Background: an optimization exercise with open tools, aiming at small area. Do not read the settings as production practice. At most, simulation tests tie the RTL to the original design; equivalence was not proved. The flow treats the clock pin as an ideal source, which a real chip does not have.

v6:
## booth_mul
module booth_mul (
  input  logic                     Clk,
  input  logic                     Reset,
  input  logic                     start,
  input  logic [1:0]               op,
  input  logic [mul_pkg::XLEN-1:0] a,
  input  logic [mul_pkg::XLEN-1:0] b,
  input  logic [mul_pkg::RD_W-1:0] rd,
  output logic                     done,
  output logic [mul_pkg::RD_W-1:0] rd_out,
  output logic [mul_pkg::XLEN-1:0] result
);
Size in the first run: ~3500 cells after synthesis, ~110 I/O pins.
export LEC_CHECK = 0
export ABC_AREA = 1
export CAP_MARGIN = 0
export CORE_MARGIN = 2
export CORE_UTILIZATION = 55
export SLEW_MARGIN = 0
create_clock -name core_clock -period 4.5 [get_ports {Clk}]
run.sh (not shown) runs the stock make flow with config.mk's settings and CLKGATE_MAP_FILE= SYNTH_SCRIPT=/design/flow/synth_recipe.tcl, a recipe that flattens the netlist after the stock synthesis.
v6 -> stages 100% | layout checks FAIL | negative setup slack
Modified inputs, v7 compared to v6
Settings: swapping 0 for 20 in SLEW_MARGIN; swapping 0 for 20 in CAP_MARGIN.
Results
Number of register bits inferred by synthesis: v7 vs v6 identical. As far as number of distinct library cell variants in the gate-level netlist after synthesis is concerned, v6 and v7 perform about the same. Mux cell area share after synthesis: v7 vs v6 — no meaningful difference. Re core utilization: no difference whatsoever between v7 and v6. The layout from v7, despite a flow that completed every stage, fails the layout checks, with the failing checks listed as negative setup slack.
Function was not checked in any run of this note: the RTL went through the layout flow alone.

build 65:
Another version of the RTL of booth_mul (not shown whole).
Size in the first run: roughly 3100 cells after synthesis, ~30000 um2 of cells after synthesis.
==> flow/config.mk <==
export PLATFORM = sky130hd
export DESIGN_NAME = booth_mul
export DESIGN_NICKNAME = booth_mul
export VERILOG_FILES = /design/flow/design.v
export SDC_FILE = /design/flow/constraint.sdc
export NUM_CORES = 4
export LEC_CHECK = 0
export ABC_AREA = 1
export CAP_MARGIN = 20
export CORE_MARGIN = 2
export CORE_UTILIZATION = 40
export SLEW_MARGIN = 20
==> flow/constraint.sdc <==
create_clock -name core_clock -period 4.5 [get_ports {Clk}]
set_input_delay 0.9000 -clock core_clock [delete_from_list [all_inputs] [get_ports {Clk}]]
set_output_delay 0.9000 -clock core_clock [all_outputs]
set_load 0.01 [all_outputs]
standard.sh (not shown) runs the stock make flow with config.mk's settings and CLKGATE_MAP_FILE= SYNTH_SCRIPT=/design/flow/synth_recipe.tcl, a recipe that flattens the netlist after the stock synthesis.
==> flow/flow/run.sh <==
#!/bin/bash
# Own layout flow: the standard flow (standard.sh) with five changes.
#  1. After the standard synthesis, polfix.py removes inverters between full
#     adders by reading some adders as working on complemented values (a full
#     adder is self-dual); the logic function and the registers are unchanged.
#  2. Ports are buffered with buf_1 instead of the default buffer cell.
#  3. Global placement keeps no buffers from its timing-driven repair
#     (GPL_KEEP_OVERFLOW=0); the later repair steps still run.
#  4. Clock tree synthesis uses clusters of up to 25 registers within 100 um
#     and no dummy loads.
#  5. After clock tree synthesis, skew.tcl delays the clock of the stage-1
#     registers (x1, y1, gg1, gp1: between the multiplier tree and the final
#     adder) by a chain of two clock buffers per leaf net (at most
#     12 registers per chain). Both their input and output
#     paths are register-to-register paths inside the design.
# Each tool's output goes to a log file of its own in this folder.
set -euo pipefail
W=$(pwd)
F=$W/flow
R=$W/orfs/results/${FLOW_PLATFORM}/booth_mul/base
LIB=$FLOW_HOME/platforms/$FLOW_PLATFORM/lib/sky130_fd_sc_hd__tt_025C_1v80.lib
export BUFFER_PORTS_ARGS="-buffer_cell sky130_fd_sc_hd__buf_1"
export GPL_KEEP_OVERFLOW=0
export CTS_ARGS="-sink_clustering_enable -repair_clock_nets -sink_clustering_size 25 -sink_clustering_max_diameter 100 -dont_use_dummy_load"

bash standard.sh synth > $W/log_1_synth.log 2>&1
cp $R/1_2_yosys.v $W/standard_synth.v
python3 $F/polfix.py $W/standard_synth.v $R/1_2_yosys.v > $W/log_2_polfix.log 2>&1
rm -f $R/1_synth.odb $R/1_synth.sdc
bash standard.sh cts > $W/log_3_floorplan_place_cts.log 2>&1
cp $R/4_cts.odb $W/cts_before_skew.odb
SKEW_MAX=12 SKEW_DB=$W/cts_before_skew.odb SKEW_LIB=$LIB SKEW_BUF="sky130_fd_sc_hd__clkbuf_2 sky130_fd_sc_hd__clkbuf_8" \
  SKEW_REGEXP='^(x1|y1|gg1|gp1)[^A-Za-z0-9_]' SKEW_OUT=$R/4_cts.odb \
  openroad -no_init -exit $F/skew.tcl > $W/log_4_skew.log 2>&1
bash standard.sh finish > $W/log_5_route_finish.log 2>&1
==> flow/flow/skew.tcl <==
# Delays the clock of the registers whose names match SKEW_REGEXP by a chain of buffers per
# clock-tree leaf net, after clock tree synthesis.
set db_file $::env(SKEW_DB)
read_db $db_file
read_liberty $::env(SKEW_LIB)
set block [ord::get_db_block]
# SKEW_BUF lists the buffers of the chain, first to last
set masters {}
foreach b $::env(SKEW_BUF) { lappend masters [[ord::get_db] findMaster $b] }
array set groups {}
foreach inst [$block getInsts] {
  set name [$inst getName]
  foreach pat [list $::env(SKEW_REGEXP)] {
    if {[regexp $pat $name]} {
      set it [$inst findITerm CLK]
      if {$it eq "NULL" || $it eq ""} { continue }
      set net [$it getNet]
      lappend groups([$net getName]) $it
      break
    }
  }
}
# split a leaf's registers into chunks of at most SKEW_MAX, ordered by x
proc inst_x {it} { set b [[$it getInst] getBBox]; return [$b xMin] }
set chunks {}
foreach netname [lsort [array names groups]] {
  set its [lsort -command {apply {{p q} { expr {[inst_x $p] - [inst_x $q]} }}} $groups($netname)]
  set n [llength $its]
  set k [expr {($n + $::env(SKEW_MAX) - 1) / $::env(SKEW_MAX)}]
  set per [expr {($n + $k - 1) / $k}]
  for {set s 0} {$s < $n} {incr s $per} {
    lappend chunks [list $netname [lrange $its $s [expr {$s + $per - 1}]]]
  }
}
set i 0
foreach chunk $chunks {
  lassign $chunk netname its
  set net [$block findNet $netname]
  set sx 0; set sy 0
  foreach it $its {
    set b [[$it getInst] getBBox]
    set sx [expr {$sx + ([$b xMin] + [$b xMax]) / 2}]
    set sy [expr {$sy + ([$b yMin] + [$b yMax]) / 2}]
  }
  set n [llength $its]
  set x [expr {$sx / $n}]
  set y [expr {$sy / $n}]
  set k 0
  set in $net
  foreach master $masters {
    set buf [odb::dbInst_create $block $master "skew_buf_${i}_$k"]
    set nn [odb::dbNet_create $block "skew_clk_${i}_$k"]
    $nn setSigType CLOCK
    [$buf findITerm A] connect $in
    [$buf findITerm X] connect $nn
    $buf setLocation $x $y
    $buf setPlacementStatus PLACED
    set in $nn
    incr k
  }
  foreach it $its {
    $it disconnect
    $it connect $nn
  }
  puts "skew: $netname -> $n registers"
  incr i
}
global_connect
detailed_placement
check_placement -verbose
write_db $::env(SKEW_OUT)
Other scripts of this flow, unchanged in this note and not shown: flow/flow/polfix.py
Build 65: flow completed, timing, DRC and antenna clean
diff inputs: build 65 => build 67
- an added GPL_TIMING_DRIVEN of 0
--- a/flow/flow/run.sh
+++ b/flow/flow/run.sh
@@ -2 +2 @@
-# Own layout flow: the standard flow (standard.sh) with five changes.
+# Own layout flow: the standard flow (standard.sh) with four changes.
@@ -7,3 +7 @@
-#  3. Global placement keeps no buffers from its timing-driven repair
-#     (GPL_KEEP_OVERFLOW=0); the later repair steps still run.
-#  4. Clock tree synthesis uses clusters of up to 25 registers within 100 um
+#  3. Clock tree synthesis uses clusters of up to 25 registers within 100 um
@@ -11 +9 @@
-#  5. After clock tree synthesis, skew.tcl delays the clock of the stage-1
+#  4. After clock tree synthesis, skew.tcl delays the clock of the stage-1
@@ -23 +20,0 @@
-export GPL_KEEP_OVERFLOW=0
- Vias: build 67 more than build 65
- Build 67 ends up with lower achievable frequency than build 65 does.
- Build 65 → build 67: final instance area rose about 7%; setup slack fell 0.22 ns; clock skew about even.
- Of build 67 and build 65, the higher headroom to the max-slew limit belongs to build 65.
- Against build 65, first-iteration DRC count in build 67 rose by more than half.
- Taking build 65 as the reference point, the non-clock inverter instance count of the final layout of build 67 falls by 0.85%.
- In build 67 the implementation ran to completion but is not tape-out ready, as the final checks report setup timing.
- Build 65 has higher clock-cell share of area than build 67.
### build 67 -> build 93
- an added CTS_CLUSTER_SIZE of 40
- an added CTS_CLUSTER_DIAMETER of 150
- a deleted GPL_TIMING_DRIVEN that had been 0
--- a/flow/flow/run.sh
+++ b/flow/flow/run.sh
@@ -2 +2 @@
-# Own layout flow: the standard flow (standard.sh) with four changes.
+# Own layout flow: the standard flow (standard.sh) with three changes.
@@ -7,3 +7 @@
-#  3. Clock tree synthesis uses clusters of up to 25 registers within 100 um
-#     and no dummy loads.
-#  4. After clock tree synthesis, skew.tcl delays the clock of the stage-1
+#  3. After clock tree synthesis, skew.tcl delays the clock of the stage-1
@@ -11,2 +9 @@
-#     adder) by a chain of two clock buffers per leaf net (at most
-#     12 registers per chain). Both their input and output
+#     adder) by a chain of two clock buffers per leaf net. Both their input and output
@@ -21 +18 @@
-export CTS_ARGS="-sink_clustering_enable -repair_clock_nets -sink_clustering_size 25 -sink_clustering_max_diameter 100 -dont_use_dummy_load"
+export CTS_ARGS="-sink_clustering_enable -repair_clock_nets -sink_clustering_size 30 -sink_clustering_max_diameter 70 -dont_use_dummy_load"
@@ -29 +26 @@
-SKEW_MAX=12 SKEW_DB=$W/cts_before_skew.odb SKEW_LIB=$LIB SKEW_BUF="sky130_fd_sc_hd__clkbuf_2 sky130_fd_sc_hd__clkbuf_8" \
+SKEW_DB=$W/cts_before_skew.odb SKEW_LIB=$LIB SKEW_BUF="sky130_fd_sc_hd__clkbuf_2 sky130_fd_sc_hd__clkbuf_8" \
--- a/flow/flow/skew.tcl
+++ b/flow/flow/skew.tcl
@@ -23,3 +23 @@
-# split a leaf's registers into chunks of at most SKEW_MAX, ordered by x
-proc inst_x {it} { set b [[$it getInst] getBBox]; return [$b xMin] }
-set chunks {}
+set i 0
@@ -27,11 +24,0 @@
-  set its [lsort -command {apply {{p q} { expr {[inst_x $p] - [inst_x $q]} }}} $groups($netname)]
-  set n [llength $its]
-  set k [expr {($n + $::env(SKEW_MAX) - 1) / $::env(SKEW_MAX)}]
-  set per [expr {($n + $k - 1) / $k}]
-  for {set s 0} {$s < $n} {incr s $per} {
-    lappend chunks [list $netname [lrange $its $s [expr {$s + $per - 1}]]]
-  }
-}
-set i 0
-foreach chunk $chunks {
-  lassign $chunk netname its
@@ -38,0 +26 @@
+  set its $groups($netname)
--- outcome ---
Compared with build 67, in build 93 post-synth net total comparable; sum of negative setup slack now larger. On cell area: build 93 sits below build 67. Build 93 vs build 67, end point of the critical path: y1[3] vs gg1[7]. For build 93, the worst-path cell with the longest stage delay was fa_1, unlike build 67, where it was fa_2. The flow for build 67 finished, though final verification flagged setup timing. Build 93 | stages: all done | timing, DRC, antenna: all pass.
--- input diff build 93..build 13 ---
- changing SLEW_MARGIN from 20 to 0
- changing CAP_MARGIN from 20 to 0
- removing CTS_CLUSTER_DIAMETER (formerly 150)
- removing CTS_CLUSTER_SIZE (formerly 40)
--- a/flow/flow/run.sh
+++ b/flow/flow/run.sh
@@ -2 +2 @@
-# Own layout flow: the standard flow (standard.sh) with three changes.
+# Own layout flow: the standard flow (standard.sh) with four changes.
@@ -7 +7,3 @@
-#  3. After clock tree synthesis, skew.tcl delays the clock of the stage-1
+#  3. Clock tree synthesis uses clusters of up to 25 registers within 100 um
+#     and no dummy loads.
+#  4. After clock tree synthesis, skew.tcl delays the clock of the stage-1
@@ -9 +11,2 @@
-#     adder) by a chain of two clock buffers per leaf net. Both their input and output
+#     adder) by a chain of two clock buffers per leaf net (at most
+#     12 registers per chain). Both their input and output
@@ -18 +21,2 @@
-export CTS_ARGS="-sink_clustering_enable -repair_clock_nets -sink_clustering_size 30 -sink_clustering_max_diameter 70 -dont_use_dummy_load"
+export GPL_KEEP_OVERFLOW=0
+export CTS_ARGS="-sink_clustering_enable -repair_clock_nets -sink_clustering_size 25 -sink_clustering_max_diameter 100 -dont_use_dummy_load"
@@ -26 +30 @@
-SKEW_DB=$W/cts_before_skew.odb SKEW_LIB=$LIB SKEW_BUF="sky130_fd_sc_hd__clkbuf_2 sky130_fd_sc_hd__clkbuf_8" \
+SKEW_MAX=12 SKEW_DB=$W/cts_before_skew.odb SKEW_LIB=$LIB SKEW_BUF="sky130_fd_sc_hd__clkbuf_2 sky130_fd_sc_hd__clkbuf_8" \
--- a/flow/flow/skew.tcl
+++ b/flow/flow/skew.tcl
@@ -22,0 +23,12 @@
+# split a leaf's registers into chunks of at most SKEW_MAX, ordered by x
+proc inst_x {it} { set b [[$it getInst] getBBox]; return [$b xMin] }
+set chunks {}
+foreach netname [lsort [array names groups]] {
+  set its [lsort -command {apply {{p q} { expr {[inst_x $p] - [inst_x $q]} }}} $groups($netname)]
+  set n [llength $its]
+  set k [expr {($n + $::env(SKEW_MAX) - 1) / $::env(SKEW_MAX)}]
+  set per [expr {($n + $k - 1) / $k}]
+  for {set s 0} {$s < $n} {incr s $per} {
+    lappend chunks [list $netname [lrange $its $s [expr {$s + $per - 1}]]]
+  }
+}
@@ -24 +36,2 @@
-foreach netname [lsort [array names groups]] {
+foreach chunk $chunks {
+  lassign $chunk netname its
@@ -26 +38,0 @@
-  set its $groups($netname)
Notes after the runs:
Net count of the finished layout: build 13 < build 93
Of the two values seen for worst setup path endpoint, x1[1] was produced by build 13 and y1[3] by build 93.
Taking build 93 as the reference, in build 13 final design utilization went down by 1.3 points, hold slack went down by 0.054 ns.
Build 13 ends up with a number of cells in the finished layout apart from fillers that is 137 lower than in build 93.
> inputs changed (build 13 -> build 20)
- a change of CORE_UTILIZATION from 40 to 50
- a change of SLEW_MARGIN from 0 to 20
- a change of CAP_MARGIN from 0 to 20
--- a/flow/flow/run.sh
+++ b/flow/flow/run.sh
@@ -2 +2 @@
-# Own layout flow: the standard flow (standard.sh) with four changes.
+# Own layout flow: the standard flow (standard.sh) with three changes.
@@ -7,3 +7 @@
-#  3. Clock tree synthesis uses clusters of up to 25 registers within 100 um
-#     and no dummy loads.
-#  4. After clock tree synthesis, skew.tcl delays the clock of the stage-1
+#  3. After clock tree synthesis, skew.tcl delays the clock of the stage-1
@@ -11,2 +9 @@
-#     adder) by a chain of two clock buffers per leaf net (at most
-#     12 registers per chain). Both their input and output
+#     adder) by a chain of two clock buffers per leaf net. Both their input and output
@@ -21,2 +17,0 @@
-export GPL_KEEP_OVERFLOW=0
-export CTS_ARGS="-sink_clustering_enable -repair_clock_nets -sink_clustering_size 25 -sink_clustering_max_diameter 100 -dont_use_dummy_load"
@@ -30 +25 @@
-SKEW_MAX=12 SKEW_DB=$W/cts_before_skew.odb SKEW_LIB=$LIB SKEW_BUF="sky130_fd_sc_hd__clkbuf_2 sky130_fd_sc_hd__clkbuf_8" \
+SKEW_DB=$W/cts_before_skew.odb SKEW_LIB=$LIB SKEW_BUF="sky130_fd_sc_hd__clkbuf_2 sky130_fd_sc_hd__clkbuf_8" \
--- a/flow/flow/skew.tcl
+++ b/flow/flow/skew.tcl
@@ -23,3 +23 @@
-# split a leaf's registers into chunks of at most SKEW_MAX, ordered by x
-proc inst_x {it} { set b [[$it getInst] getBBox]; return [$b xMin] }
-set chunks {}
+set i 0
@@ -27,11 +24,0 @@
-  set its [lsort -command {apply {{p q} { expr {[inst_x $p] - [inst_x $q]} }}} $groups($netname)]
-  set n [llength $its]
-  set k [expr {($n + $::env(SKEW_MAX) - 1) / $::env(SKEW_MAX)}]
-  set per [expr {($n + $k - 1) / $k}]
-  for {set s 0} {$s < $n} {incr s $per} {
-    lappend chunks [list $netname [lrange $its $s [expr {$s + $per - 1}]]]
-  }
-}
-set i 0
-foreach chunk $chunks {
-  lassign $chunk netname its
@@ -38,0 +26 @@
+  set its $groups($netname)
## What came out
Against build 13, build 20 comes in 8.8 points higher on global-route usage. Per the comparison of build 20 with build 13, minimum clock period dropped 0.039 ns, actual slew at the worst max-slew pin now sits lower, vertical extent of the die went down. NOTE: total stage count of the critical path in build 20 exceeds that of build 13.
Here is what was changed in the inputs of build 68 compared with build 20.
- setting CTS_CLUSTER_DIAMETER to 150 for the first time
- setting CTS_CLUSTER_SIZE to 40 for the first time
- changing CORE_UTILIZATION from 50 to 40
--- a/flow/flow/run.sh
+++ b/flow/flow/run.sh
@@ -17,0 +18 @@
+export CTS_ARGS="-sink_clustering_enable -repair_clock_nets -sink_clustering_size 25 -sink_clustering_max_diameter 100 -dont_use_dummy_load"
--- outcome ---
NOTE pin count of the biggest net entering global routing build 20->build 68 decreased by a few percent. Looking only at global-route usage, and setting everything else aside, the higher value of build 20 and build 68 goes to build 20. Build 68 against build 20: non-clock buffering overhead in the final layout dropped 0.22 points, global-route wire length before repair dropped 13000 um.

-- port drivers added, routing unchanged --
The results above use ideal ports. As a check the final layouts listed here were re-extracted and re-timed, cells and wires unchanged. Step 1, drivers: a clkbuf_16 drives Clk and a buf_2 each remaining input, both assumed. Step 2, shift: input delay + t, output delay - t, t = (earliest + latest rising clock arrival at the registers) / 2. This alone moves slack from input paths to output paths. Three values: ideal, step 1, step 2; two values: the first two.
run	t, ns	setup slack, ns	worst setup path after step 2	clock arrival spread, ns	worst slew at a driven data input, ns	pins driven straight from the clock port
v6	0.649	-0.039 / -0.039 / -0.039	register to register	0.070 / 0.070	0.05	1
v7	0.649	-0.039 / -0.039 / -0.039	register to register	0.070 / 0.070	0.05	1
build 65	0.736	0.135 / 0.135 / 0.135	register to register	0.312 / 0.311	0.06	1
build 67	0.744	-0.088 / -0.088 / -0.088	register to register	0.309 / 0.310	0.05	1
build 93	0.768	0.129 / 0.129 / 0.129	register to register	0.302 / 0.301	0.10	1
build 13	0.746	0.103 / 0.103 / 0.103	register to register	0.298 / 0.299	0.06	1
build 20	0.751	0.142 / 0.142 / 0.142	register to register	0.290 / 0.290	0.08	1
build 68	0.726	0.186 / 0.186 / 0.186	register to register	0.313 / 0.313	0.10	1
In build 65, build 67, build 93 and build 68 the clock reaches the registers at very different times; t lies between them, and the last value is a rough guide only.
